What follows belongs to an exercise in optimizing a design on an open flow for small area, a short achievable clock period and few clock cycles per item; a production flow would make more cautious choices. Only simulation tests tie the RTL to the original design; equivalence was not proved.

## flow/design.v (module list and top-level ports; edited modules follow where they fit)
// module pba_mul: 1970 lines
// module pba_acc: 705 lines
// module polygon_bounds_and_area: 208 lines
module polygon_bounds_and_area
#(
    parameter int MAX_VERTICES = 4096,
    parameter int COORD_BITS   = 24
)
(
    input  logic         clk,
    input  logic         rst_n,
    input  logic [48:0]  in_data,
    input  logic         in_valid,
    output logic         in_ready,
    output logic [173:0] out_data,
    output logic         out_valid,
    input  logic         out_ready
);
  // ...
==> flow/flow/run.sh <==
#!/bin/bash
# The standard layout (standard.sh: standard synthesis, floorplan, place, CTS, route,
# finish), with two settings changed:
#  - port buffers are sky130_fd_sc_hd__buf_1 (the resizer may still upsize them).
# The full make output goes to standard.log in the work folder; ORFS's per-step logs stay
# under orfs/logs.
set -euo pipefail
export SETUP_SLACK_MARGIN=5.3
export BUFFER_PORTS_ARGS="-buffer_cell sky130_fd_sc_hd__buf_1"
bash standard.sh > standard.log 2>&1
==> flow/standard.sh <==
#!/bin/bash
# synth_recipe.tcl (not shown) runs the flow's synth.tcl, then flattens the netlist and writes it again
# the make line also repeats each setting of config.mk as NAME=value (left out here)
make -C /OpenROAD-flow-scripts/flow DESIGN_CONFIG=/design/flow/config.mk WORK_HOME=/design/flow/orfs CLKGATE_MAP_FILE= SYNTH_SCRIPT=/design/flow/synth_recipe.tcl "${@:-finish}"
==> flow/config.mk <==
export PLATFORM = sky130hd
export DESIGN_NAME = polygon_bounds_and_area
export DESIGN_NICKNAME = polygon_bounds_and_area
export VERILOG_FILES = /design/flow/design.v
export SDC_FILE = /design/flow/constraint.sdc
export NUM_CORES = 4
export LEC_CHECK = 0
export ABC_AREA = 1
export CAP_MARGIN = 20
export CORE_MARGIN = 2
export CORE_UTILIZATION = 40
export SLEW_MARGIN = 20
==> flow/constraint.sdc <==
create_clock -name core_clock -period 10.0 [get_ports {clk}]
set_input_delay 2.0000 -clock core_clock [delete_from_list [all_inputs] [get_ports {clk}]]
set_output_delay 2.0000 -clock core_clock [all_outputs]
set_load 0.01 [all_outputs]
==> impl_metrics.ini, run 1 <==
[clocking]
clock_sinks = 480
h-tree-depth = 2
postCtsSetupBuffers = 20
post_cts_resized = 55
cts_hold_buf = 0
clk_latency_ns = 0.67
clkSlewWorstSetupHoldPaths_ns = 0.06

[min_path]
hp-start = m1_close_reg
hold_class = reg -> reg
hold_end = m2_close_reg

[sta]
rsz0062_at_grt = yes
setup_ws_ns = 5.316
fin_skew_ns = 0.04732
maxSlewViolCount = 0

[run_status]
status = no timing/DRC/antenna violations

[setup_path]
ff2ff_setup_slack_ns = 5.32
r2r_end = m2_r1_reg[32]
slowest_delay_ns = 0.72
path_buf_inv = 2
critPathCaptureType = flop
crit_family = adder cells

[synthesis]
synth_compound_area_share_pct = 11.35
synth_top_family_by_area = adder cells
async_flop_share_pct = 1.458
synth-adder-area-share_pct = 25.78
synth-edff-count = 473
post-synth-top-count-cell = inv_1

[grt]
met2_usage_pct = 36.51
grt-busiest-layer = met2
grtUsageMet3_pct = 4.202
grt_use_total_pct = 22.64

[placement]
gp_congestion = 0.9680
portBuffers = 228

[cells_and_area]
mostFrequentLayoutCells = 805 x inv_1, 668 x nand2_1, 473 x edfxtp_1, 326 x fa_1, 316 x xor2_1
fin_cells = 5965
multi_input_area_sq_um = 22690
fin_nets = 5245

[routing]
drc = 0

[floorplanning]
coreArea_sq_um = 101600
Testbench counts, summed over its fixed seeds: cycles 24,380, vertices 24,070.
==> module polygon_bounds_and_area, before the edit <==
module polygon_bounds_and_area
#(
    parameter int MAX_VERTICES = 4096,
    parameter int COORD_BITS   = 24
)
(
    input  logic         clk,
    input  logic         rst_n,
    input  logic [48:0]  in_data,
    input  logic         in_valid,
    output logic         in_ready,
    output logic [173:0] out_data,
    output logic         out_valid,
    input  logic         out_ready
);
    localparam int W = COORD_BITS;
    localparam logic [12:0] COUNT_MAX = 13'(MAX_VERTICES);
    logic signed [W-1:0] in_x;
    logic signed [W-1:0] in_y;
    logic                in_last;
    assign in_x    = in_data[48:25];
    assign in_y    = in_data[24:1];
    assign in_last = in_data[0];
    logic [1:0]          st_reg;         
    logic                pend_reg;       
    logic [1:0]          pend_n_reg;     
    logic                hold_reg;       
    logic signed [W-1:0] first_x_reg;
    logic signed [W-1:0] first_y_reg;
    logic signed [W-1:0] prev_x_reg;
    logic signed [W-1:0] prev_y_reg;
    logic                m1_valid_reg;
    logic                m1_close_reg;   
    logic                m1_fresh_reg;   
    logic [W:0]          m1_a_reg;
    logic [W:0]          m1_b_reg;
    logic                m2_valid_reg;
    logic                m2_close_reg;
    logic                m2_fresh_reg;
    logic [49:0]         m2_r0_reg;
    logic [49:0]         m2_r1_reg;
    logic                m2_hi50_reg;
    logic                m2_hi51_reg;
    logic signed [W-1:0] m2_x_reg;
    logic signed [W-1:0] m2_y_reg;
    logic [63:0]         acc_reg;
    logic                dir_reg;        
    logic                ovf_reg;
    logic signed [W-1:0] min_x_reg;
    logic signed [W-1:0] min_y_reg;
    logic signed [W-1:0] max_x_reg;
    logic signed [W-1:0] max_y_reg;
    logic [12:0]         cnt_reg;
    logic                out_valid_reg;
    logic                stall;
    logic                take;
    logic                issue_term;
    logic signed [W-1:0] op_x;
    logic signed [W-1:0] op_y;
    logic [49:0]         mul_r0;
    logic [49:0]         mul_r1;
    logic                mul_hi50;
    logic                mul_hi51;
    logic                proc;
    logic [63:0]         base;
    logic                base_ovf;
    logic [64:0]         mac_sum;
    logic                sat_hit;
    logic [63:0]         area_out;
    logic signed [W-1:0] bx_lo;
    logic signed [W-1:0] bx_hi;
    logic signed [W-1:0] by_lo;
    logic signed [W-1:0] by_hi;
    assign stall    = out_valid_reg && !out_ready;
    assign in_ready = !stall && !(pend_reg && pend_n_reg != 2'd3) && !hold_reg;
    assign take     = in_valid && in_ready;
    assign issue_term = take && (st_reg != 2'd0);
    assign op_x       = pend_reg ? first_x_reg : in_x;
    assign op_y       = pend_reg ? first_y_reg : in_y;
    always_ff @(posedge clk or negedge rst_n)
    begin
        if (!rst_n)
        begin
            st_reg       <= 2'd0;
            pend_reg     <= 1'b0;
            hold_reg     <= 1'b0;
            m1_valid_reg <= 1'b0;
            m2_valid_reg <= 1'b0;
        end
        else if (!stall)
        begin
            if (take)
            begin
                st_reg <= in_last ? 2'd0 : ((st_reg == 2'd0) ? 2'd1 : 2'd2);
            end
            pend_reg     <= take && in_last;
            hold_reg     <= pend_reg && (pend_n_reg == 2'd1);
            m1_valid_reg <= pend_reg || issue_term;
            m2_valid_reg <= m1_valid_reg;
        end
    end
    always_ff @(posedge clk)
    begin
        if (!stall)
        begin
            m1_a_reg     <= {op_y[W-1], op_y} + {prev_y_reg[W-1], prev_y_reg};
            m1_b_reg     <= {op_x[W-1], op_x} - {prev_x_reg[W-1], prev_x_reg};
            m1_close_reg <= pend_reg;
            m1_fresh_reg <= pend_reg ? (pend_n_reg == 2'd1) : (st_reg == 2'd1);
        end
        if (take)
        begin
            prev_x_reg <= in_x;
            prev_y_reg <= in_y;
            if (in_last)
            begin
                pend_n_reg <= st_reg + 2'd1;
            end
            if (st_reg == 2'd0)
            begin
                first_x_reg <= in_x;
                first_y_reg <= in_y;
            end
        end
    end
    pba_mul u_mul (
        .a    (m1_a_reg),
        .b    (m1_b_reg),
        .r0   (mul_r0),
        .r1   (mul_r1),
        .hi50 (mul_hi50),
        .hi51 (mul_hi51)
    );
    always_ff @(posedge clk)
    begin
        if (!stall)
        begin
            m2_close_reg <= m1_close_reg;
            m2_fresh_reg <= m1_fresh_reg;
            m2_r0_reg    <= mul_r0;
            m2_r1_reg    <= mul_r1;
            m2_hi50_reg  <= mul_hi50;
            m2_hi51_reg  <= mul_hi51;
            m2_x_reg     <= prev_x_reg;
            m2_y_reg     <= prev_y_reg;
        end
    end
    assign proc     = m2_valid_reg && !stall;
    assign base     = m2_fresh_reg ? 64'd0 : acc_reg;
    assign base_ovf = !m2_fresh_reg && ovf_reg;
    pba_acc u_acc (
        .base (base),
        .r0   (m2_r0_reg),
        .r1   (m2_r1_reg),
        .hi50 (m2_hi50_reg),
        .hi51 (m2_hi51_reg),
        .s    (mac_sum)
    );
    assign sat_hit  = mac_sum[64] != mac_sum[63];
    always_comb
    begin
        bx_lo = m2_fresh_reg ? first_x_reg : min_x_reg;
        bx_hi = m2_fresh_reg ? first_x_reg : max_x_reg;
        by_lo = m2_fresh_reg ? first_y_reg : min_y_reg;
        by_hi = m2_fresh_reg ? first_y_reg : max_y_reg;
    end
    always_ff @(posedge clk or negedge rst_n)
    begin
        if (!rst_n)
        begin
            out_valid_reg <= 1'b0;
        end
        else
        begin
            out_valid_reg <= (proc && m2_close_reg) || stall;
        end
    end
    always_ff @(posedge clk)
    begin
        if (proc)
        begin
            if (!base_ovf)
            begin
                acc_reg <= mac_sum[63:0];
                dir_reg <= mac_sum[64];
            end
            ovf_reg <= base_ovf || sat_hit;
            if (!m2_close_reg || m2_fresh_reg)
            begin
                min_x_reg <= (m2_x_reg < bx_lo) ? m2_x_reg : bx_lo;
                max_x_reg <= (m2_x_reg > bx_hi) ? m2_x_reg : bx_hi;
                min_y_reg <= (m2_y_reg < by_lo) ? m2_y_reg : by_lo;
                max_y_reg <= (m2_y_reg > by_hi) ? m2_y_reg : by_hi;
            end
            if (m2_fresh_reg)
            begin
                cnt_reg <= m2_close_reg ? 13'd1 : 13'd2;
            end
            else if (!m2_close_reg && cnt_reg != COUNT_MAX)
            begin
                cnt_reg <= cnt_reg + 13'd1;
            end
        end
    end
    assign out_valid = out_valid_reg;
    assign area_out  = ovf_reg ? {dir_reg, {63{!dir_reg}}} : acc_reg;
    assign out_data  = {area_out, min_x_reg, min_y_reg, max_x_reg, max_y_reg, cnt_reg, ovf_reg};
endmodule
==> inputs of run 2 (changes only) <==
--- a/flow/design.v
+++ b/flow/design.v
@@ -2700,5 +2700,11 @@
     logic                in_last;
-    assign in_x    = in_data[48:25];
-    assign in_y    = in_data[24:1];
-    assign in_last = in_data[0];
+    logic                skid_valid_reg;
+    logic [48:0]         skid_data_reg;
+    logic [48:0]         vtx;
+    logic                vtx_valid;
+    assign vtx       = skid_valid_reg ? skid_data_reg : in_data;
+    assign vtx_valid = skid_valid_reg || (in_valid && in_ready);
+    assign in_x    = vtx[48:25];
+    assign in_y    = vtx[24:1];
+    assign in_last = vtx[0];
     logic [1:0]          st_reg;         
@@ -2754,4 +2760,26 @@
     assign stall    = out_valid_reg && !out_ready;
-    assign in_ready = !stall && !(pend_reg && pend_n_reg != 2'd3) && !hold_reg;
-    assign take     = in_valid && in_ready;
+    assign in_ready = !skid_valid_reg && !(pend_reg && pend_n_reg != 2'd3) && !hold_reg;
+    assign take     = vtx_valid && !stall;
+    always_ff @(posedge clk or negedge rst_n)
+    begin
+        if (!rst_n)
+        begin
+            skid_valid_reg <= 1'b0;
+        end
+        else if (stall)
+        begin
+            skid_valid_reg <= vtx_valid;
+        end
+        else
+        begin
+            skid_valid_reg <= 1'b0;
+        end
+    end
+    always_ff @(posedge clk)
+    begin
+        if (stall && !skid_valid_reg)
+        begin
+            skid_data_reg <= in_data;
+        end
+    end
     assign issue_term = take && (st_reg != 2'd0);
==> flow/run.sh (new file) <==
#!/bin/bash
# synth_recipe.tcl (not shown) runs the flow's synth.tcl, then flattens the netlist and writes it again
# the make line also repeats each setting of config.mk as NAME=value (left out here)
make -C /OpenROAD-flow-scripts/flow DESIGN_CONFIG=/design/flow/config.mk WORK_HOME=/design/flow/orfs CLKGATE_MAP_FILE= SYNTH_SCRIPT=/design/flow/synth_recipe.tcl finish
--- a/flow/config.mk
+++ b/flow/config.mk
@@ -7,3 +7,3 @@
 export LEC_CHECK = 0
-export ABC_AREA = 1
+export ABC_CLOCK_PERIOD_IN_PS = 5000
 export CAP_MARGIN = 20
@@ -11,2 +11,3 @@
 export CORE_UTILIZATION = 40
+export SETUP_SLACK_MARGIN = 5.0
 export SLEW_MARGIN = 20
removed: flow/flow/run.sh
removed: flow/standard.sh
==> run 2 against run 1 <==
Synthesized cell count grew 19%. Die area grew 18%. Critical path depth grew 12. Sequential share of layout area shrank 2.8 points. Critical endpoint is now ovf_reg. Largest cell class unchanged. Highest routed layer is now met4.
==> impl_metrics.ini, run 2 <==
[floorplanning]
die_w_um = 351.7
die_area_sq_um = 123700
die_y_um = 351.7
num_rows = 127
ioPinCount = 229
coreArea_sq_um = 120000
start_util_pct = 40.30

[clocking]
clk_latency_ns = 0.65
cts.path.max_buffers = 3
h-tree-depth = 3
numCtsBuffers = 66
clkSlewWorstSetupHoldPaths_ns = 0.07
clock_sinks = 530
tritoncts = yes
cts_hold_buf = 0
cts-root-buf = clkbuf_16

[routing]
wl_per_cell_um = 21.68
vias = 38920
via_per_inst = 5.654
route.antenna.remaining_nets = 0
firstDrtPassIters = 8
drc = 0
drt_iter0_drc = 3996
routed_wl_um = 149200

[sta]
hold_violations = 0
fmax_mhz = 196.8
fin_crit_sh_pct = 50.82
finalSetupTns_ns = 0
setup_viol = 0
max_slew_margin_pct = 30.31
maxSlewViolCount = 0
worst_slew_pin_slew_ns = 1.034
fin_skew_ns = 0.03706
rsz0062_at_grt = yes
layout_min_cycle_time_ns = 5.082

[synthesis]
synth.distinct_cells = 72
ys_seq_area_share_pct = 32.84
synth-edff-count = 522
yosys.area.top_type = edfxtp_1
async_flop_share_pct = 1.509
synthTopCellsByCount = 613 x inv_1, 522 x edfxtp_1, 430 x a21oi_1
syn_nets = 5875
synth-seq-cells = 530
ys_warn_count = 1
syn_avg_cell_area_sq_um = 9.337
syn_inst = 5178
netlist_area_sq_um = 48350
post-synth-top-count-cell = inv_1
ys.flop_type = edfxtp_1
synth_area_leaders = edfxtp_1 32%, fa_1 14%, ha_1 8.1%
netlist.area_leader.share_pct = 32.42

[run]
maxCapViolCount = 0

[placement]
portBuffers = 228
dp_hpwl_um = 104000
dpl.cell_count = 6688
gp_congestion = 0.9106

[setup_path]
worstPathArrival_ns = 5.46
reg2reg_from = m2_fresh_reg
slowest_delay_ns = 0.54
r2r_cells = 21
cpMaxStageDelayCell = fa_1
required_ns = 10.38
path_max_fanout = 4
crit_type = reg -> reg
ff2ff_setup_slack_ns = 4.92
cp-start-kind = flop
critPathCaptureType = flop
r2r_end = ovf_reg
path_cells = clkinv_4, buf_12, nand2_2, fa_1, inv_2, ha_1, or2_2, o211ai_1, a211oi_2, o31a_1, a21o_4, a21oi_4, nor3_4, or3b_4, nand3_2, nand2_2, fa_2, xnor2_2, inv_2, a2111o_1, and3_1

[min_path]
worstHoldPathCells = 0
hold_class = reg -> reg
hp-start = m1_close_reg
hold_end = m2_close_reg

[cells_and_area]
mostFrequentLayoutCell = inv_1
largest_reg_flops = 64
drive_above_1_share_pct = 9.524
fin_nets = 5916
fin_cells = 6884
fillers = 11300
mostFrequentLayoutCells = 597 x inv_1, 522 x edfxtp_1, 423 x a21oi_1, 375 x nor2_1, 357 x nand2_1
syn_to_final_growth_pct = 14.80

[grt]
grt_pass1_vias = 36340
antenna_found_initial = 2
grt_pass1_wl_um = 223300
grt_max_degree = 90
overflow = 0
grt_use_total_pct = 23.46

[run_status]
status = no timing/DRC/antenna violations
==> run 2: changes by cell type after synthesis, moves of 103 or more <==
| cell | change |
|---|---|
| mux2_2 | +105 |
| xor2_1 | -265 |
| a21boi_0 | +103 |
| o22ai_1 | -177 |
| mux2i_1 | +109 |
| a21oi_1 | +212 |
| inv_1 | -212 |
| clkbuf_1 | +194 |
| nand2_1 | -314 |
| o21ai_0 | +175 |
| nor2_1 | +214 |
==> run 2: logic make-up (layout without fill, tap and decap cells) <==
logic type      count (synthesis)  after routing  share of synthesized area [%]
xor+xnor                      120            120                          2.174
other cells                     0              1                              0
compound gates               1520           1520                          19.64
flops                         530            530                          32.84
buf+inv                      1052           1143                          8.289
simple gates                 1040           1042                          9.368
fa+ha+maj                     700            700                          22.95
mux                           216            216                          4.744
==> run 2: repair_timing <==
| action | CTS | global route |
|---|---|---|
| pin swaps | 2 | 40 |
| endpoints found under the setup margin | 81 | 93 |
| gates resized for setup | 54 | 122 |
| setup buffers | 10 | 56 |
| gates cloned | 3 | 4 |
==> run 2: per-layer routing <==
metal / GRT usage, % / part of all wire, %
met4: 7.108 / 3.0
met3: 4.146 / 8.5
met5: 0 / 0
met1: 33.48 / 44
met2: 36.26 / 44
==> run 2: critical path: cells and delay by family, from the launching register on <==
family | cells | cell delay (ns)
AO/OA/AOI/OAI | 6 | 1.44
AND/OR/NAND/NOR | 7 | 1.11
flip-flops | 1 | 0.49
buffers and inverters | 4 | 0.40
XOR/XNOR | 1 | 0.25
adder cells (fa/ha/maj) | 3 | 1.12
==> run 2: layout make-up <==
type	instances	area, sq um	area share, %
Antenna cell	1	2.502	0.004508
Timing Repair inverter	1	5.005	0.009017
Clock buffer	75	1717	3.093
Timing Repair Buffer	404	3993	7.193
Inverter	618	2382	4.292
Multi-Input combinational cell	3598	28990	52.22
Clock inverter	45	524.3	0.9445
Sequential cell	530	15880	28.61
Tap cell	1612	2017	3.634
==> run 2: per-stage QoR <==
step | util, % | hold WS, ns | setup slack (ns) | area [sq um]
after global routing | 46.26 | 0.4403 | 4.728 | 55500
after global placement | 43.19 | 0.4024 | 4.095 | 51810
final | 46.26 | 0.4189 | 4.918 | 55500
after floorplan | - | 0.4003 | 1.831 | 48420
after detailed placement | 43.19 | 0.4065 | 4.084 | 51820
after CTS | 45.36 | 0.4203 | 4.836 | 54420
==> run 2: worst max path at each step <==
stage                     cells past startpoint               end    startpoint
after floorplan                               4  skid_data_reg[0]     out_ready
after global placement                       16      m1_a_reg[22]    in_data[1]
after detailed placement                     16      m1_a_reg[22]    in_data[1]
after CTS                                    22           ovf_reg  m2_fresh_reg
after global routing                         22           ovf_reg  m2_fresh_reg
final                                        21           ovf_reg  m2_fresh_reg
Testbench counts of run 2, summed over its fixed seeds: cycles 24,380, vertices 24,070.
==> inputs of run 3 (changes only) <==
--- a/flow/design.v
+++ b/flow/design.v
@@ -2700,11 +2700,5 @@
     logic                in_last;
-    logic                skid_valid_reg;
-    logic [48:0]         skid_data_reg;
-    logic [48:0]         vtx;
-    logic                vtx_valid;
-    assign vtx       = skid_valid_reg ? skid_data_reg : in_data;
-    assign vtx_valid = skid_valid_reg || (in_valid && in_ready);
-    assign in_x    = vtx[48:25];
-    assign in_y    = vtx[24:1];
-    assign in_last = vtx[0];
+    assign in_x    = in_data[48:25];
+    assign in_y    = in_data[24:1];
+    assign in_last = in_data[0];
     logic [1:0]          st_reg;         
@@ -2712,3 +2706,2 @@
     logic [1:0]          pend_n_reg;     
-    logic                hold_reg;       
     logic signed [W-1:0] first_x_reg;
@@ -2755,2 +2748,3 @@
     logic [63:0]         area_out;
+    logic                one_vtx;
     logic signed [W-1:0] bx_lo;
@@ -2760,26 +2754,4 @@
     assign stall    = out_valid_reg && !out_ready;
-    assign in_ready = !skid_valid_reg && !(pend_reg && pend_n_reg != 2'd3) && !hold_reg;
-    assign take     = vtx_valid && !stall;
-    always_ff @(posedge clk or negedge rst_n)
-    begin
-        if (!rst_n)
-        begin
-            skid_valid_reg <= 1'b0;
-        end
-        else if (stall)
-        begin
-            skid_valid_reg <= vtx_valid;
-        end
-        else
-        begin
-            skid_valid_reg <= 1'b0;
-        end
-    end
-    always_ff @(posedge clk)
-    begin
-        if (stall && !skid_valid_reg)
-        begin
-            skid_data_reg <= in_data;
-        end
-    end
+    assign in_ready = !stall && !(pend_reg && pend_n_reg != 2'd3);
+    assign take     = in_valid && in_ready;
     assign issue_term = take && (st_reg != 2'd0);
@@ -2793,3 +2765,2 @@
             pend_reg     <= 1'b0;
-            hold_reg     <= 1'b0;
             m1_valid_reg <= 1'b0;
@@ -2804,3 +2775,2 @@
             pend_reg     <= take && in_last;
-            hold_reg     <= pend_reg && (pend_n_reg == 2'd1);
             m1_valid_reg <= pend_reg || issue_term;
@@ -2867,2 +2837,3 @@
     assign sat_hit  = mac_sum[64] != mac_sum[63];
+    assign one_vtx = m2_close_reg && m2_fresh_reg;
     always_comb
@@ -2897,6 +2868,6 @@
             begin
-                min_x_reg <= (m2_x_reg < bx_lo) ? m2_x_reg : bx_lo;
-                max_x_reg <= (m2_x_reg > bx_hi) ? m2_x_reg : bx_hi;
-                min_y_reg <= (m2_y_reg < by_lo) ? m2_y_reg : by_lo;
-                max_y_reg <= (m2_y_reg > by_hi) ? m2_y_reg : by_hi;
+                min_x_reg <= (one_vtx || m2_x_reg < bx_lo) ? m2_x_reg : bx_lo;
+                max_x_reg <= (one_vtx || m2_x_reg > bx_hi) ? m2_x_reg : bx_hi;
+                min_y_reg <= (one_vtx || m2_y_reg < by_lo) ? m2_y_reg : by_lo;
+                max_y_reg <= (one_vtx || m2_y_reg > by_hi) ? m2_y_reg : by_hi;
             end
==> flow/flow/run.sh (new file) <==
#!/bin/bash
# The standard layout (standard.sh: standard synthesis, floorplan, place, CTS, route,
# finish), with two settings changed:
#  - port buffers are sky130_fd_sc_hd__buf_1 (the resizer may still upsize them).
# The full make output goes to standard.log in the work folder; ORFS's per-step logs stay
# under orfs/logs.
set -euo pipefail
export SETUP_SLACK_MARGIN=5.6
export BUFFER_PORTS_ARGS="-buffer_cell sky130_fd_sc_hd__buf_1"
bash standard.sh > standard.log 2>&1
==> flow/standard.sh (new file) <==
#!/bin/bash
# synth_recipe.tcl (not shown) runs the flow's synth.tcl, then flattens the netlist and writes it again
# the make line also repeats each setting of config.mk as NAME=value (left out here)
make -C /OpenROAD-flow-scripts/flow DESIGN_CONFIG=/design/flow/config.mk WORK_HOME=/design/flow/orfs CLKGATE_MAP_FILE= SYNTH_SCRIPT=/design/flow/synth_recipe.tcl "${@:-finish}"
--- a/flow/config.mk
+++ b/flow/config.mk
@@ -7,3 +7,3 @@
 export LEC_CHECK = 0
-export ABC_CLOCK_PERIOD_IN_PS = 5000
+export ABC_AREA = 1
 export CAP_MARGIN = 20
@@ -11,3 +11,2 @@
 export CORE_UTILIZATION = 40
-export SETUP_SLACK_MARGIN = 5.0
 export SLEW_MARGIN = 20
removed: flow/run.sh
==> run 3 against run 2 <==
Synthesized cell count fell by 16%. Still clean. Maximum frequency is 11% higher. Non-clock buffer count down 7. Sequential share of layout area grew 1.9 points. Register-to-register slack better by 0.52 ns.
==> impl_metrics.ini, run 3 <==
[grt]
grt_max_degree = 74
antenna_found_initial = 3
grt_pass1_wl_um = 188300
grt_use_total_pct = 23.33
overflow = 0
grt_pass1_vias = 31710

[synthesis]
yosys.area.top_type = edfxtp_1
async_flop_share_pct = 1.253
post-synth-top-count-cell = inv_1
syn_nets = 5022
ys.flop_type = edfxtp_1
ys_warn_count = 1
syn_avg_cell_area_sq_um = 9.420
netlist_area_sq_um = 40750
synth-seq-cells = 479
synthTopCellsByCount = 774 x inv_1, 707 x nand2_1, 473 x edfxtp_1
ys_seq_area_share_pct = 35.22
synth-edff-count = 473
synth.distinct_cells = 49
netlist.area_leader.share_pct = 34.85
synth_area_leaders = edfxtp_1 35%, fa_1 16%, ha_1 9.6%
syn_inst = 4326

[placement]
portBuffers = 228
dp_hpwl_um = 85360
dpl.cell_count = 5760
pre_cts_ws_ns = 4.391
gp_congestion = 0.9268

[routing]
route.antenna.remaining_nets = 0
routed_wl_um = 126700
via_per_inst = 5.373
drc = 0
drt_iter0_drc = 3474
wl_per_cell_um = 21.09
vias = 32290
firstDrtPassIters = 8

[setup_path]
required_ns = 10.39
critPathCaptureType = flop
worstPathArrival_ns = 4.95
startpoint = m1_b_reg[5]
cp-start-kind = flop
reg2reg_from = m1_b_reg[5]
crit_family = adder cells
slowest_delay_ns = 0.52
cpMaxStageDelayCell = fa_2
path_max_fanout = 4
path_buf_inv = 8
crit_type = reg -> reg
path_cells = buf_12, clkinvlp_4, nand2_2, o21ai_4, buf_8, buf_4, o22ai_1, xor2_1, ha_1, inv_1, fa_2, inv_1, fa_2, fa_1, inv_1, fa_1, inv_2, fa_1

[cells_and_area]
mostFrequentLayoutCells = 735 x inv_1, 682 x nand2_1, 473 x edfxtp_1, 315 x xor2_1, 313 x ha_1
fin_cells = 6009
mostFrequentLayoutCell = inv_1
syn_to_final_growth_pct = 15.58
largest_reg_flops = 64
fillers = 9627
drive_above_1_share_pct = 9.787
fin_nets = 5287

[floorplanning]
die_y_um = 323.2
ioPinCount = 229
coreArea_sq_um = 101400
die_area_sq_um = 104500
num_rows = 117
die_w_um = 323.2
start_util_pct = 40.17

[sta]
setup_ws_ns = 5.441
finalSetupTns_ns = 0
fin_crit_sh_pct = 45.59
setup_viol = 0
fin_skew_ns = 0.03363
fmax_mhz = 219.3
worst_slew_pin_slew_ns = 1.059
hold_violations = 0
layout_min_cycle_time_ns = 4.559
maxSlewViolCount = 0
rsz0062_at_grt = yes
max_slew_margin_pct = 28.66

[run_status]
status = no timing/DRC/antenna violations

[clocking]
numCtsBuffers = 57
tritoncts = yes
cts-root-buf = clkbuf_16
clk_latency_ns = 0.66
cts_hold_buf = 0
clkSlewWorstSetupHoldPaths_ns = 0.06
h-tree-depth = 2
cts.path.max_buffers = 3
clock_sinks = 479

[min_path]
hold_class = reg -> reg
hp-start = m1_fresh_reg

[run]
maxCapViolCount = 0
[run 3: cell type report]
cell class / instances / area (sq um) / area share (%)
Sequential cell: 479 / 14360 / 30.48
Tap cell: 1368 / 1712 / 3.634
Multi-Input combinational cell: 2857 / 23320 / 49.51
Timing Repair Buffer: 397 / 2534 / 5.379
Timing Repair inverter: 17 / 117.6 / 0.2497
Antenna cell: 2 / 5.005 / 0.01063
Clock buffer: 78 / 1617 / 3.432
Clock inverter: 29 / 314.1 / 0.6667
Inverter: 782 / 3128 / 6.641
[run 3: layer usage]
layer  wire (um)  track usage [%]  vias up  part of all wire (%)
li1            -                -    14700                     -
met1       53410            32.50    15530                    42
met2       55020            36.10     1645                    43
met3       12030            4.207      417                   9.5
met4        6271            9.054        2                   4.9
met5          16                0        -                 0.013
[run 3: what timing repair did]
item                       CTS  global route
pin swaps                   22            44
resized for setup          145           139
setup endpoints to repair  262           126
buffers inserted            52            51
gates cloned                17            20
[run 3: final timing paths]
kind | end | slack (ns) | depth (start not counted)
worst max register to register | m2_r1_reg[27] | 5.44 | 18
worst min-delay path | m2_fresh_reg | 0.41 | 0
worst max-delay path | m2_r1_reg[27] | 5.44 | 18
max in group asynchronous | m2_valid_reg | 8.51 | 1
worst min register to register | m2_fresh_reg | 0.41 | 0
min in group asynchronous | m1_valid_reg | 1.21 | 1
[run 3: stage by stage]
step / instance area, sq um / utilization (%) / hold WS [ns]
final: 47100 / 46.43 / 0.4071
after global routing: 47100 / 46.43 / 0.4320
after CTS: 46020 / 45.36 / 0.4105
after detailed placement: 42890 / 42.28 / 0.4054
after global placement: 42890 / 42.27 / 0.4076
after floorplan: 40830 / - / 0.4003
[run 3: logic make-up after synthesis]
logic type | Yosys count | synth area share [%]
compound gates | 796 | 11.21
fa+ha+maj | 643 | 25.82
mux | 2 | 0.04913
buf+inv | 996 | 9.395
flops | 479 | 35.22
xor+xnor | 352 | 7.565
simple gates | 1058 | 10.74
[run 3: worst reg2reg max path, stage by stage (launching register included)]
cell and delay (ns):
edfxtp_1 0.39, buf_12 0.15, clkinvlp_4 0.16, nand2_2 0.13, o21ai_4 0.07, buf_8 0.12
buf_4 0.15, o22ai_1 0.19, xor2_1 0.14, ha_1 0.30, inv_1 0.06, fa_2 0.52
inv_1 0.05, fa_2 0.34, fa_1 0.50, inv_1 0.05, fa_1 0.52, inv_2 0.04
fa_1 0.43
Testbench counts of run 3, summed over its fixed seeds: cycles 24,285, vertices 24,070.
==> inputs of run 4 (changes only) <==
--- a/flow/config.mk
+++ b/flow/config.mk
@@ -11,2 +11,3 @@
 export CORE_UTILIZATION = 40
+export PLACE_DENSITY = 0.75
 export SLEW_MARGIN = 20
==> run 4 against run 3 <==
Critical path type unchanged. Still clean on timing, DRC and antenna. Synthesized cell count stayed put. Register-to-register slack gained 0.04 ns. Global-route usage about the same. Count of clock-buffer cells in the layout shrank 9. Sequential share of layout area hardly changed.
==> impl_metrics.ini, run 4 <==
[grt]
overflow = 0
antenna_found_initial = 5
grt_max_degree = 70
grt_pass1_wl_um = 188700
grt_pass1_vias = 32400
grt_use_total_pct = 23.30

[setup_path]
critPathCaptureType = flop
worstPathArrival_ns = 4.89
required_ns = 10.37
crit_type = reg -> reg
path_max_fanout = 12
cp-start-kind = flop

[sta]
maxSlewViolCount = 0
fmax_mhz = 221.3
hold_violations = 0
finalSetupTns_ns = 0
max_slew_margin_pct = 24.32
layout_min_cycle_time_ns = 4.518
fin_crit_sh_pct = 45.18
rsz0062_at_grt = yes
setup_viol = 0
hold_slack_ns = 0.4255
worst_slew_pin_slew_ns = 1.123
fin_skew_ns = 0.02670

[synthesis]
synth-edff-count = 473
post-synth-top-count-cell = inv_1
syn_avg_cell_area_sq_um = 9.420
ys_warn_count = 1
yosys.area.top_type = edfxtp_1
synth-seq-cells = 479
netlist_area_sq_um = 40750
synth.distinct_cells = 49
syn_nets = 5022
netlist.area_leader.share_pct = 34.85
synthTopCellsByCount = 774 x inv_1, 707 x nand2_1, 473 x edfxtp_1
async_flop_share_pct = 1.253
ys_seq_area_share_pct = 35.22
synth_area_leaders = edfxtp_1 35%, fa_1 16%, ha_1 9.6%
syn_inst = 4326
ys.flop_type = edfxtp_1

[placement]
place_area_sq_um = 42900
dp_hpwl_um = 85710
portBuffers = 228
dpl.cell_count = 5758
gp_congestion = 0.9507

[min_path]
hold_class = reg -> reg

[clocking]
clk_latency_ns = 0.64
cts-root-buf = clkbuf_16
tritoncts = yes
numCtsBuffers = 56
h-tree-depth = 2
clkSlewWorstSetupHoldPaths_ns = 0.06
cts.path.max_buffers = 3
clock_sinks = 479

[routing]
drc = 0
vias = 33070
routed_wl_um = 128300
drt_iter0_drc = 3583
firstDrtPassIters = 9
via_per_inst = 5.501
route.antenna.remaining_nets = 0
wl_per_cell_um = 21.34

[floorplanning]
die_y_um = 323.2
die_area_sq_um = 104500
start_util_pct = 40.17
ioPinCount = 229
num_rows = 117
coreArea_sq_um = 101400
die_w_um = 323.2

[run_status]
status = no timing/DRC/antenna violations

[cells_and_area]
mostFrequentLayoutCells = 739 x inv_1, 679 x nand2_1, 473 x edfxtp_1, 314 x xor2_1, 310 x ha_1
utilization_pct = 46.50
fin_cells = 6011
drive_above_1_share_pct = 10.07
syn_to_final_growth_pct = 15.76
design_area_sq_um = 47170
mostFrequentLayoutCell = inv_1
largest_reg_flops = 64
fin_nets = 5290

[run]
maxCapViolCount = 0
-- run 4: cell count changes in the layout (fill, tap and decap cells not counted), moves of 6 or more --
cell	change
clkinv_1	-8
fa_1	+6
fa_2	-6
nand2_2	+6
clkbuf_8	-6
inv_2	-8
-- run 4: metrics by stage --
step / setup slack, ns
4_1_cts: 5.489
5_1_grt: 5.384
3_3_place_gp: 4.771
3_5_place_dp: 4.658
2_1_floorplan: 4.459
6_report: 5.482
-- run 4: what timing repair did --
| item | 4_1_cts | 5_1_grt |
|---|---|---|
| cloned | 17 | 19 |
| setup endpoints to repair | 173 | 109 |
| resized for setup | 123 | 153 |
| endpoints found under the hold margin | 0 | 0 |
| buffers inserted | 48 | 61 |
| hold buffers | 0 | 0 |
| pin swaps | 15 | 41 |
-- run 4: routing by layer --
layer	share of wire [%]	track usage [%]
met1	38	30.59
met2	45	37.33
met3	12	4.890
met4	5.8	9.933
met5	0	0
-- run 4: cells by family after synthesis --
family / after synthesis / synth area share [%]
adders and majority gates: 643 / 25.82
buffers and inverters: 996 / 9.395
and+or+nand+nor: 1058 / 10.74
AOI/OAI and AO/OA: 796 / 11.21
muxes: 2 / 0.04913
DFF: 479 / 35.22
xor gates and xnor gates: 352 / 7.565
-- run 4: critical path, stage by stage, from the launching register on --
cell and delay, ns:
edfxtp_1 0.70, clkinvlp_4 0.53, o22ai_1 0.27, xor2_1 0.12, fa_1 0.56, inv_1 0.07
fa_1 0.53, inv_1 0.08, fa_2 0.38, fa_1 0.51, inv_1 0.05, fa_1 0.45
-- run 4: cell type report --
type                    instances  area, sq um
fillers                      9241        54270
multi-input cells            2856        23290
flip-flops and latches        479        14360
inverters                     782         3136
repair buffers                404         2689
well taps                    1368         1712
clock buffers                  69         1480
clock inverters                34        401.6
repair inverters               15        98.84
diodes                          4        10.01
-- run 4: path summary, 6_finish.rpt --
kind                              start       endpoint  slack [ns]  cells past startpoint
setup / recovery            m1_a_reg[9]  m2_r1_reg[25]        5.48                     11
setup reg to reg            m1_a_reg[9]  m2_r1_reg[25]        5.48                     11
hold reg to reg            m1_close_reg   m2_close_reg        0.43                      0
hold / removal             m1_close_reg   m2_close_reg        0.43                      0
max in group asynchronous         rst_n       pend_reg        8.45                      1
min in group asynchronous         rst_n      st_reg[1]        1.25                      1
==> inputs of run 5 (changes only) <==
--- a/flow/config.mk
+++ b/flow/config.mk
@@ -11,3 +11,4 @@
 export CORE_UTILIZATION = 40
-export PLACE_DENSITY = 0.75
+export CTS_CLUSTER_DIAMETER = 60
+export CTS_CLUSTER_SIZE = 20
 export SLEW_MARGIN = 20
==> run 5 against run 4 <==
Still clean. Routed wire length fell by 1.2%. Worst setup slack got worse by 0.011 ns. Largest cell class unchanged. Highest routed layer unchanged.
==> impl_metrics.ini, run 5 <==
[setup_path]
slowest_delay_ns = 0.52
cpMaxStageDelayCell = fa_2
crit_type = reg -> reg
ff2ff_setup_slack_ns = 5.47
path_common_cell = inv_1
cp-start-kind = flop
path_max_fanout = 4
reg2reg_from = m1_b_reg[3]
required_ns = 10.40
r2r_cells = 18
path_cells = buf_12, nor2_4, buf_4, inv_8, nand2_8, buf_4, o22ai_1, xor2_1, ha_1, inv_1, fa_2, inv_1, fa_2, fa_1, inv_1, fa_1, inv_1, fa_1
r2r_end = m2_r1_reg[27]
critPathCaptureType = flop
worstPathArrival_ns = 4.93
startpoint = m1_b_reg[3]

[floorplanning]
start_util_pct = 40.17
die_y_um = 323.2
die_area_sq_um = 104500
num_rows = 117
ioPinCount = 229
coreArea_sq_um = 101400
die_w_um = 323.2

[sta]
fin_crit_sh_pct = 45.29
layout_min_cycle_time_ns = 4.529
fin_skew_ns = 0.02929
max_slew_margin_pct = 30.58
hold_violations = 0
fmax_mhz = 220.8
finalSetupTns_ns = 0
rsz0062_at_grt = yes
maxSlewViolCount = 0
setup_viol = 0
worst_slew_pin_slew_ns = 1.030

[synthesis]
ys_warn_count = 1
netlist.area_leader.share_pct = 34.85
synth_area_leaders = edfxtp_1 35%, fa_1 16%, ha_1 9.6%
syn_nets = 5022
yosys.area.top_type = edfxtp_1
synth-edff-count = 473
ys_seq_area_share_pct = 35.22
syn_inst = 4326
netlist_area_sq_um = 40750
synth.distinct_cells = 49
post-synth-top-count-cell = inv_1
syn_avg_cell_area_sq_um = 9.420
async_flop_share_pct = 1.253
synthTopCellsByCount = 774 x inv_1, 707 x nand2_1, 473 x edfxtp_1
ys.flop_type = edfxtp_1
synth-seq-cells = 479

[cells_and_area]
mostFrequentLayoutCells = 733 x inv_1, 678 x nand2_1, 473 x edfxtp_1, 314 x xor2_1, 311 x ha_1
fin_nets = 5307
seqCellArea_sq_um = 14360
multi_input_area_sq_um = 23410
syn_to_final_growth_pct = 16.52
drive_above_1_share_pct = 11.05
utilization_pct = 46.81
largest_reg_flops = 64
design_area_sq_um = 47490
mostFrequentLayoutCell = inv_1
fillers = 9657

[routing]
vias = 32190
firstDrtPassIters = 9
drc = 0
wl_per_cell_um = 21.02
routed_wl_um = 126700
via_per_inst = 5.338
drt_iter0_drc = 3493
route.antenna.remaining_nets = 0

[placement]
portBuffers = 228
gp_congestion = 0.9268
dp_hpwl_um = 85360
place_area_sq_um = 42890

[min_path]
hold_class = reg -> reg
hp-start = m1_fresh_reg
worstHoldPathCells = 0
hold_end = m2_fresh_reg

[grt]
overflow = 0
grt_pass1_wl_um = 188400
grt_pass1_vias = 31790
grt_max_degree = 74
antenna_found_initial = 3
grt_use_total_pct = 23.41

[clocking]
tritoncts = yes
clock_sinks = 479
cts-root-buf = clkbuf_16
numCtsBuffers = 56
cts.path.max_buffers = 3
clk_latency_ns = 0.68
clkSlewWorstSetupHoldPaths_ns = 0.07
h-tree-depth = 2

[run_status]
status = no timing/DRC/antenna violations

[run]
maxCapViolCount = 0
[run 5: cell types whose count changed in the layout (fill, tap and decap cells not counted), moves of 6 or more]
cell / previous run / this run
clkinv_8: 1 / 12
bufinv_16: 9 / 3
fa_1: 306 / 299
buf_4: 124 / 135
fa_2: 24 / 31
inv_12: 0 / 7
clkbuf_1: 10 / 2
inv_6: 7 / 18
nor2_1: 167 / 160
inv_2: 11 / 20
inv_1: 739 / 733
clkinv_2: 12 / 1
[run 5: routing by layer]
metal  share of wire (%)  vias up  track usage (%)
li1                    -    14740                -
met1                  42    15530            32.29
met2                  44     1572            35.85
met3                 9.6      346            4.464
met4                 4.8        0            10.35
met5                   0        -                0
[run 5: worst max path at each step]
stage / end / slack (ns) / cells past startpoint
4_1_cts: m2_r1_reg[26] / 5.55 / 16
2_1_floorplan: m1_a_reg[0] / 4.46 / 2
6_report: m2_r1_reg[27] / 5.47 / 18
5_1_grt: m2_r1_reg[26] / 5.38 / 15
3_5_place_dp: m2_r1_reg[26] / 4.39 / 15
3_3_place_gp: m2_r1_reg[26] / 4.43 / 15
[run 5: stage by stage]
stage / hold WS [ns] / std cells / setup WS [ns]
floorplan: 0.4003 / 4326 / 4.459
global placement: 0.4076 / 5760 / 4.425
detailed placement: 0.4054 / 5760 / 4.391
CTS: 0.4219 / 5939 / 5.545
global route: 0.4450 / 6030 / 5.376
finish: 0.4200 / 6030 / 5.471
[run 5: timing repair]
item | 4_1_cts | 5_1_grt
hold buffers | 0 | 0
gates resized for setup | 148 | 167
endpoints found under the hold margin | 0 | 0
setup endpoints to repair | 262 | 115
pin swaps | 20 | 58
cloned | 20 | 17
setup buffers | 53 | 71
[run 5: area by class of cell]
cell class              instances  share of cell area [%]
multi-input cells            2857                   49.29
repair inverters               17                  0.2582
clock inverters                48                   1.296
well taps                    1368                   3.604
clock buffers                  58                   2.967
flip-flops and latches        479                   30.23
inverters                     782                   6.569
diodes                          3                 0.01581
repair buffers                418                   5.770
[run 5: worst max-delay path, delay by kind of cell, from the launching register on]
kind	cells	cell delay, ns
buffers and inverters	8	0.73
AND/OR/NAND/NOR	2	0.22
flip-flops	1	0.44
adder cells (fa/ha/maj)	6	2.58
XOR/XNOR	1	0.17
AO/OA/AOI/OAI	1	0.10
[run 5: logic make-up (layout without fill, tap and decap cells)]
kind of cell             after synthesis  count (layout)  share of synthesized area [%]
AO/OA/AOI/OAI                        796             797                          11.21
XOR/XNOR                             352             352                          7.565
adder cells (fa/ha/maj)              643             643                          25.82
buffers and inverters                996            1323                          9.395
other                                  0               3                              0
flip-flops                           479             479                          35.22
AND/OR/NAND/NOR                     1058            1063                          10.74
multiplexers                           2               2                        0.04913
==> inputs of run 6 (changes only) <==
--- a/flow/design.v
+++ b/flow/design.v
@@ -5,2 +5,76 @@
 endpackage
+module pba_add
+#(
+    parameter int W = 25
+)
+(
+    input  logic [W-1:0] a,
+    input  logic [W-1:0] b,
+    input  logic         cin,
+    output logic [W-1:0] s,
+    output logic         cout
+);
+    localparam int L = $clog2(W + 1);
+    logic [W:0] g [2*L+1];
+    logic [W:0] p [2*L+1];
+    logic [W:0] c;
+    logic [W-1:0] x;
+    assign x = a ^ b;
+    assign g[0] = {a & b, cin};
+    assign p[0] = {x, 1'b0};
+    genvar k, i;
+    generate
+        for (k = 0; k < L; k++) begin : up
+            for (i = 0; i <= W; i++) begin : bit_
+                if ((i % (2 << k)) == ((2 << k) - 1)) begin : node
+                    assign g[k+1][i] = g[k][i] | (p[k][i] & g[k][i - (1 << k)]);
+                    assign p[k+1][i] = p[k][i] & p[k][i - (1 << k)];
+                end
+                else begin : pass
+                    assign g[k+1][i] = g[k][i];
+                    assign p[k+1][i] = p[k][i];
+                end
+            end
+        end
+        for (k = L - 2; k >= 0; k--) begin : dn
+            for (i = 0; i <= W; i++) begin : bit_
+                if ((i % (2 << k)) == ((1 << k) - 1) && i >= (2 << k)) begin : node
+                    assign g[2*L-1-k][i] = g[2*L-2-k][i] | (p[2*L-2-k][i] & g[2*L-2-k][i - (1 << k)]);
+                    assign p[2*L-1-k][i] = p[2*L-2-k][i] & p[2*L-2-k][i - (1 << k)];
+                end
+                else begin : pass
+                    assign g[2*L-1-k][i] = g[2*L-2-k][i];
+                    assign p[2*L-1-k][i] = p[2*L-2-k][i];
+                end
+            end
+        end
+    endgenerate
+    assign c = g[2*L-1];
+    assign s    = x ^ c[W-1:0];
+    assign cout = c[W];
+endmodule
+module pba_lt
+#(
+    parameter int W = 24
+)
+(
+    input  logic [W-1:0] a,
+    input  logic [W-1:0] b,
+    output logic         lt
+);
+    logic [W-1:0] ua;
+    logic [W-1:0] nb;
+    logic [W-1:0] s;
+    logic         co;
+    assign ua = a ^ {1'b1, {(W-1){1'b0}}};
+    assign nb = ~(b ^ {1'b1, {(W-1){1'b0}}});
+    pba_add #(.W(W)) u_sub (
+        .a    (ua),
+        .b    (nb),
+        .cin  (1'b1),
+        .s    (s),
+        .cout (co)
+    );
+    assign lt = !co;
+endmodule
 module pba_mul
@@ -2706,2 +2780,3 @@
     logic [1:0]          pend_n_reg;     
+    logic                hold_reg;       
     logic signed [W-1:0] first_x_reg;
@@ -2738,2 +2813,8 @@
     logic signed [W-1:0] op_y;
+    logic [W:0]          sum_a;
+    logic [W:0]          dif_b;
+    logic                lt_min_x;
+    logic                lt_max_x;
+    logic                lt_min_y;
+    logic                lt_max_y;
     logic [49:0]         mul_r0;
@@ -2748,3 +2829,2 @@
     logic [63:0]         area_out;
-    logic                one_vtx;
     logic signed [W-1:0] bx_lo;
@@ -2754,3 +2834,3 @@
     assign stall    = out_valid_reg && !out_ready;
-    assign in_ready = !stall && !(pend_reg && pend_n_reg != 2'd3);
+    assign in_ready = !stall && !(pend_reg && pend_n_reg != 2'd3) && !hold_reg;
     assign take     = in_valid && in_ready;
@@ -2765,2 +2845,3 @@
             pend_reg     <= 1'b0;
+            hold_reg     <= 1'b0;
             m1_valid_reg <= 1'b0;
@@ -2775,2 +2856,3 @@
             pend_reg     <= take && in_last;
+            hold_reg     <= pend_reg && (pend_n_reg == 2'd1);
             m1_valid_reg <= pend_reg || issue_term;
@@ -2783,4 +2865,4 @@
         begin
-            m1_a_reg     <= {op_y[W-1], op_y} + {prev_y_reg[W-1], prev_y_reg};
-            m1_b_reg     <= {op_x[W-1], op_x} - {prev_x_reg[W-1], prev_x_reg};
+            m1_a_reg     <= sum_a;
+            m1_b_reg     <= dif_b;
             m1_close_reg <= pend_reg;
@@ -2803,2 +2885,16 @@
     end
+    pba_add #(.W(W + 1)) u_add_a (
+        .a    ({op_y[W-1], op_y}),
+        .b    ({prev_y_reg[W-1], prev_y_reg}),
+        .cin  (1'b0),
+        .s    (sum_a),
+        .cout ()
+    );
+    pba_add #(.W(W + 1)) u_sub_b (
+        .a    ({op_x[W-1], op_x}),
+        .b    (~{prev_x_reg[W-1], prev_x_reg}),
+        .cin  (1'b1),
+        .s    (dif_b),
+        .cout ()
+    );
     pba_mul u_mul (
@@ -2837,3 +2933,2 @@
     assign sat_hit  = mac_sum[64] != mac_sum[63];
-    assign one_vtx = m2_close_reg && m2_fresh_reg;
     always_comb
@@ -2845,2 +2940,6 @@
     end
+    pba_lt #(.W(W)) u_lt_min_x (.a(m2_x_reg), .b(bx_lo), .lt(lt_min_x));
+    pba_lt #(.W(W)) u_lt_max_x (.a(bx_hi), .b(m2_x_reg), .lt(lt_max_x));
+    pba_lt #(.W(W)) u_lt_min_y (.a(m2_y_reg), .b(by_lo), .lt(lt_min_y));
+    pba_lt #(.W(W)) u_lt_max_y (.a(by_hi), .b(m2_y_reg), .lt(lt_max_y));
     always_ff @(posedge clk or negedge rst_n)
@@ -2868,6 +2967,6 @@
             begin
-                min_x_reg <= (one_vtx || m2_x_reg < bx_lo) ? m2_x_reg : bx_lo;
-                max_x_reg <= (one_vtx || m2_x_reg > bx_hi) ? m2_x_reg : bx_hi;
-                min_y_reg <= (one_vtx || m2_y_reg < by_lo) ? m2_y_reg : by_lo;
-                max_y_reg <= (one_vtx || m2_y_reg > by_hi) ? m2_y_reg : by_hi;
+                min_x_reg <= lt_min_x ? m2_x_reg : bx_lo;
+                max_x_reg <= lt_max_x ? m2_x_reg : bx_hi;
+                min_y_reg <= lt_min_y ? m2_y_reg : by_lo;
+                max_y_reg <= lt_max_y ? m2_y_reg : by_hi;
             end
--- a/flow/config.mk
+++ b/flow/config.mk
@@ -11,4 +11,2 @@
 export CORE_UTILIZATION = 40
-export CTS_CLUSTER_DIAMETER = 60
-export CTS_CLUSTER_SIZE = 20
 export SLEW_MARGIN = 20
==> run 6 against run 5 <==
Still clean. Core utilization up 0.83 points. Routed wire length down 4.5%. Register-to-register slack worse by 0.09 ns. Sequential share of layout area down 0.13 points. Hold slack better by 0.0028 ns. Clock skew up 0.056 ns. Cell area up 0.62%. Count of clock-buffer cells in the layout up 3. Critical endpoint is now m2_r1_reg[26].
==> impl_metrics.ini, run 6 <==
[run_status]
status = no timing/DRC/antenna violations

[clocking]
clk_latency_ns = 0.67
clkSlewWorstSetupHoldPaths_ns = 0.06
numCtsBuffers = 54
cts-root-buf = clkbuf_16
clock_sinks = 480
h-tree-depth = 2
cts.path.max_buffers = 3
tritoncts = yes

[setup_path]
critPathCaptureType = flop
path_max_fanout = 24
crit_family = adder cells
path_common_cell = fa_2
required_ns = 10.35
crit_type = reg -> reg
cpMaxStageDelayCell = fa_2
path_cells = inv_1, buf_4, o22ai_4, xor2_2, fa_2, fa_2, inv_2, fa_2, fa_1, inv_2, fa_1, inv_2, fa_2
worstPathArrival_ns = 4.97
slowest_delay_ns = 0.60
cp-start-kind = flop
path_buf_inv = 5

[routing]
drt_iter0_drc = 3188
wl_per_cell_um = 20.34
vias = 31370
route.antenna.remaining_nets = 0
via_per_inst = 5.269
routed_wl_um = 121100
firstDrtPassIters = 9
drc = 0

[sta]
worst_slew_pin_slew_ns = 1.051
hold_violations = 0
setup_viol = 0
maxSlewViolCount = 0
layout_min_cycle_time_ns = 4.621
rsz0062_at_grt = yes
fin_crit_sh_pct = 46.21
fin_skew_ns = 0.08574
finalSetupTns_ns = 0
fmax_mhz = 216.4
max_slew_margin_pct = 29.86

[placement]
dp_hpwl_um = 80640
portBuffers = 228
place_area_sq_um = 42740
gp_congestion = 0.8920

[synthesis]
ys.flop_type = edfxtp_1
synth_top_family_by_area = adder cells
synth_xor_area_share_pct = 7.603
synth-adder-area-share_pct = 27.16
syn_avg_cell_area_sq_um = 9.535
syn_nets = 4974
synth_compound_area_share_pct = 9.124
ys_warn_count = 7
synth.distinct_cells = 49
post-synth-top-count-cell = inv_1
async_flop_share_pct = 1.458
synthTopCellsByCount = 823 x inv_1, 773 x nand2_1, 473 x edfxtp_1
synth-seq-cells = 480
ys_seq_area_share_pct = 35.46
synth_area_leaders = edfxtp_1 35%, fa_1 17%, ha_1 9.7%
synth-simple-area-share_pct = 10.83
yosys.area.top_type = edfxtp_1
synth-edff-count = 473
synthMuxAreaShare_pct = 0.02468
syn_inst = 4253
netlist.area_leader.share_pct = 35.03
netlist_area_sq_um = 40550

[floorplanning]
die_y_um = 322.4
start_util_pct = 40.43
coreArea_sq_um = 100300
die_w_um = 322.4
ioPinCount = 229
die_area_sq_um = 103900
num_rows = 116

[cells_and_area]
syn_to_final_growth_pct = 17.83
design_area_sq_um = 47780
seqCellArea_sq_um = 14380
drive_above_1_share_pct = 13.02
fin_nets = 5269
largest_reg_flops = 64
mostFrequentLayoutCell = inv_1
mostFrequentLayoutCells = 754 x inv_1, 747 x nand2_1, 473 x edfxtp_1, 315 x xor2_1, 313 x ha_1
fillers = 9269
multi_input_area_sq_um = 23320

[run]
maxCapViolCount = 0

[grt]
overflow = 0
grt_pass1_wl_um = 182100
grt_max_degree = 103
antenna_found_initial = 3
grt_use_total_pct = 22.71
grt_pass1_vias = 31020

[min_path]
hold_class = reg -> reg

[power]
run 6: worst paths after layout:
path,start,endpoint,slack (ns),depth (start not counted)
max,m1_a_reg[21],m2_r1_reg[26],5.38,13
min,m1_close_reg,m2_close_reg,0.42,0
max reg2reg,m1_a_reg[21],m2_r1_reg[26],5.38,13
min reg2reg,m1_close_reg,m2_close_reg,0.42,0
max in group asynchronous,rst_n,pend_reg,8.36,1
min in group asynchronous,rst_n,hold_reg,1.27,1
run 6: routing by layer:
metal	vias up	global-route usage [%]	share of wire, %
met1	15180	30.12	40
met4	2	8.411	4.7
met5	-	0	0.0083
met3	379	4.879	9.2
li1	14300	-	-
met2	1506	36.52	46
run 6: kinds of logic after synthesis:
family          Yosys count
simple gates           1088
flops                   480
compound gates          625
xor+xnor                352
buf+inv                1039
fa+ha+maj               668
mux                       1
run 6: cell type report:
cell class / count / share of cell area (%)
multi-input cells: 2742 / 48.82
flip-flops and latches: 480 / 30.09
inverters: 830 / 6.913
repair buffers: 431 / 6.567
well taps: 1357 / 3.553
clock buffers: 61 / 2.925
clock inverters: 41 / 0.9820
repair inverters: 9 / 0.1388
diodes: 2 / 0.01047
run 6: worst reg2reg max path, delay by kind of cell, from the launching register on:
family          cells  cell delay (ns)
fa+ha+maj           6             2.76
buf+inv             5             0.68
flops               1             0.48
compound gates      1             0.20
xor+xnor            1             0.19
run 6: repair_timing:
action	in CTS	in global routing
endpoints found under the setup margin	253	119
buffers inserted	59	72
hold endpoints to repair	0	0
hold buffers	0	0
pin swaps	38	114
resized for setup	202	210
gates cloned	23	10
run 6: per-stage QoR:
step | util, % | setup WS, ns | hold slack [ns] | cells
CTS | 46.13 | 5.422 | 0.4225 | 5868
floorplan | - | 4.429 | 0.4003 | 4253
finish | 47.64 | 5.379 | 0.4228 | 5953
global route | 47.64 | 5.294 | 0.4277 | 5953
detailed placement | 42.61 | 4.564 | 0.4072 | 5684
global placement | 42.61 | 4.644 | 0.4037 | 5684
Testbench counts of run 6, summed over its fixed seeds: cycles 24,380, vertices 24,070.
==> inputs of run 7 (changes only) <==
--- a/flow/flow/run.sh
+++ b/flow/flow/run.sh
@@ -7,3 +7,3 @@
 set -euo pipefail
-export SETUP_SLACK_MARGIN=5.6
+export SETUP_SLACK_MARGIN=5.9
 export BUFFER_PORTS_ARGS="-buffer_cell sky130_fd_sc_hd__buf_1"
==> run 7 against run 6 <==
Hold slack gained 0.00074 ns. Sequential share of layout area down 1.1 points. Clock skew is 0.033 ns lower. Die area unchanged. Non-clock buffer count up 55. Highest routed layer unchanged.
==> impl_metrics.ini, run 7 <==
[floorplanning]
die_area_sq_um = 103900
ioPinCount = 229
start_util_pct = 40.43
die_w_um = 322.4
coreArea_sq_um = 100300
num_rows = 116
die_y_um = 322.4

[grt]
antenna_found_initial = 5
grt_use_total_pct = 23.80
grt_max_degree = 175
grt_pass1_wl_um = 188600
overflow = 0
grt_pass1_vias = 31440

[setup_path]
cpMaxStageDelayCell = fa_2
path_common_cell = fa_2
required_ns = 10.37
crit_type = reg -> reg
worstPathArrival_ns = 4.91
path_max_fanout = 24
slowest_delay_ns = 0.62
cp-start-kind = flop
critPathCaptureType = flop
crit_family = adder cells
path_cells = inv_1, buf_6, o22ai_2, xor2_2, fa_2, fa_1, inv_1, fa_2, fa_1, inv_1, fa_2, inv_2, fa_2
path_buf_inv = 5

[synthesis]
synthTopCellsByCount = 823 x inv_1, 773 x nand2_1, 473 x edfxtp_1
synthMuxAreaShare_pct = 0.02468
synth-adder-area-share_pct = 27.16
synth-seq-cells = 480
synth_top_family_by_area = adder cells
synth-edff-count = 473
synth_area_leaders = edfxtp_1 35%, fa_1 17%, ha_1 9.7%
netlist_area_sq_um = 40550
synth-simple-area-share_pct = 10.83
ys_warn_count = 7
synth.distinct_cells = 49
synth_xor_area_share_pct = 7.603
post-synth-top-count-cell = inv_1
async_flop_share_pct = 1.458
synth_compound_area_share_pct = 9.124
ys.flop_type = edfxtp_1
syn_nets = 4974
syn_avg_cell_area_sq_um = 9.535
netlist.area_leader.share_pct = 35.03
syn_inst = 4253
yosys.area.top_type = edfxtp_1
ys_seq_area_share_pct = 35.46

[sta]
hold_slack_ns = 0.4236
rsz0062_at_grt = yes
finalSetupTns_ns = 0
hold_violations = 0
max_slew_margin_pct = 20.77
fin_skew_ns = 0.05238
worst_slew_pin_slew_ns = 1.188
layout_min_cycle_time_ns = 4.541
setup_viol = 0
fin_crit_sh_pct = 45.41
setup_ws_ns = 5.459
fmax_mhz = 220.2
maxSlewViolCount = 0

[placement]
gp_congestion = 0.8939
pre_cts_ws_ns = 4.749
dpl.cell_count = 5682
dp_hpwl_um = 80170
portBuffers = 228

[clocking]
numCtsBuffers = 57
clock_sinks = 480
clk_latency_ns = 0.67
tritoncts = yes
cts.path.max_buffers = 3
h-tree-depth = 2
cts_hold_buf = 0
cts-root-buf = clkbuf_16
clkSlewWorstSetupHoldPaths_ns = 0.06

[cells_and_area]
fin_nets = 5337
fillers = 9015
multi_input_area_sq_um = 24270
mostFrequentLayoutCell = inv_1
fin_cells = 6020
mostFrequentLayoutCells = 733 x inv_1, 719 x nand2_1, 473 x edfxtp_1, 302 x ha_1, 295 x xor2_1
largest_reg_flops = 64
seqCellArea_sq_um = 14380
drive_above_1_share_pct = 18.23
syn_to_final_growth_pct = 22.11
utilization_pct = 49.37

[routing]
firstDrtPassIters = 9
route.antenna.remaining_nets = 0
routed_wl_um = 126600
via_per_inst = 5.258
wl_per_cell_um = 21.03
drt_iter0_drc = 3445
drc = 0
vias = 31660

[run]
maxCapViolCount = 0

[run_status]
status = no timing/DRC/antenna violations

[min_path]
hold_class = reg -> reg
[run 7: cell counts after synthesis]
No cell type changed its count.
[run 7: kinds of logic after synthesis]
kind of cell    count (synthesis)
simple gates                 1088
buf+inv                      1039
fa+ha+maj                     668
compound gates                625
flops                         480
xor+xnor                      352
mux                             1
[run 7: layout make-up]
class                      instances  share of cell area [%]
sequential                       480                   29.04
timing repair inverter            18                  0.2704
clock buffer                      77                   3.194
antenna                            1                0.005054
clock inverter                    28                  0.5609
multi-input combinational       2743                   49.01
tap                             1357                   3.429
timing repair buffer             486                   7.760
inverter                         830                   6.734
[run 7: what timing repair did]
action / in CTS / in global routing
pin swaps: 139 / 117
resized for setup: 408 / 263
gates cloned: 42 / 6
setup endpoints to repair: 260 / 140
buffers inserted: 139 / 45
[run 7: stage by stage]
step	cell area [sq um]
2_1_floorplan	40880
3_3_place_gp	42880
3_5_place_dp	42900
4_1_cts	48080
5_1_grt	49520
6_report	49520
[run 7: layer usage]
metal	vias to the layer above	wire (um)	share of wire [%]	track usage, %
met1	15220	51030	40	31.38
met2	1569	57370	45	37.74
met5	-	24	0.019	0
li1	14430	-	-	-
met3	434	12400	9.8	6.071
met4	4	5751	4.5	8.879
[run 7: worst paths after layout]
check / startpoint / to / slack, ns / depth (start not counted)
max reg2reg: m1_a_reg[20] / m2_r1_reg[26] / 5.46 / 13
max in group asynchronous: rst_n / pend_reg / 8.38 / 1
min: m1_close_reg / m2_close_reg / 0.42 / 0
min reg2reg: m1_close_reg / m2_close_reg / 0.42 / 0
max: m1_a_reg[20] / m2_r1_reg[26] / 5.46 / 13
min in group asynchronous: rst_n / m1_valid_reg / 1.25 / 1

==> separate check: timing with driven ports <==
How much do the figures lean on ideal ports? The routed layouts below were timed once more, with nothing changed but the port constraints. Step 1, drivers: a clkbuf_16 drives clk and a buf_2 each remaining input, both assumed. Step 2 adds t to the input delays and takes it off the output delays; t is the mean of the earliest and latest rising clock arrival at the registers after step 1. Input paths then give back, and output paths get back, about the clock's delay inside the block. a / b / c = ideal / step 1 / step 2; a / b = the first two.
| run | shift t [ns] | setup slack, ns | worst setup path at the end | worst slew at a driven data input, ns | cell pins on the clock port's net |
|---|---|---|---|---|---|
| run 1 | 0.713 | 5.316 / 5.316 / 5.308 | input to register | 0.07 | 1 |
| run 2 | 0.710 | 4.918 / 4.918 / 4.435 | input to register | 0.10 | 1 |
| run 3 | 0.716 | 5.441 / 5.441 / 5.057 | input to register | 0.12 | 1 |
| run 4 | 0.690 | 5.482 / 5.482 / 5.085 | input to register | 0.11 | 1 |
| run 5 | 0.733 | 5.471 / 5.471 / 5.049 | input to register | 0.12 | 1 |
| run 6 | 0.700 | 5.379 / 5.379 / 5.203 | input to register | 0.08 | 1 |
| run 7 | 0.716 | 5.459 / 5.459 / 5.262 | input to register | 0.11 | 1 |
After both steps every run listed still meets setup and hold. For run 2, which loses most, drivers alone change the setup slack by 0.000 ns; drivers and shift together by -0.483 ns.
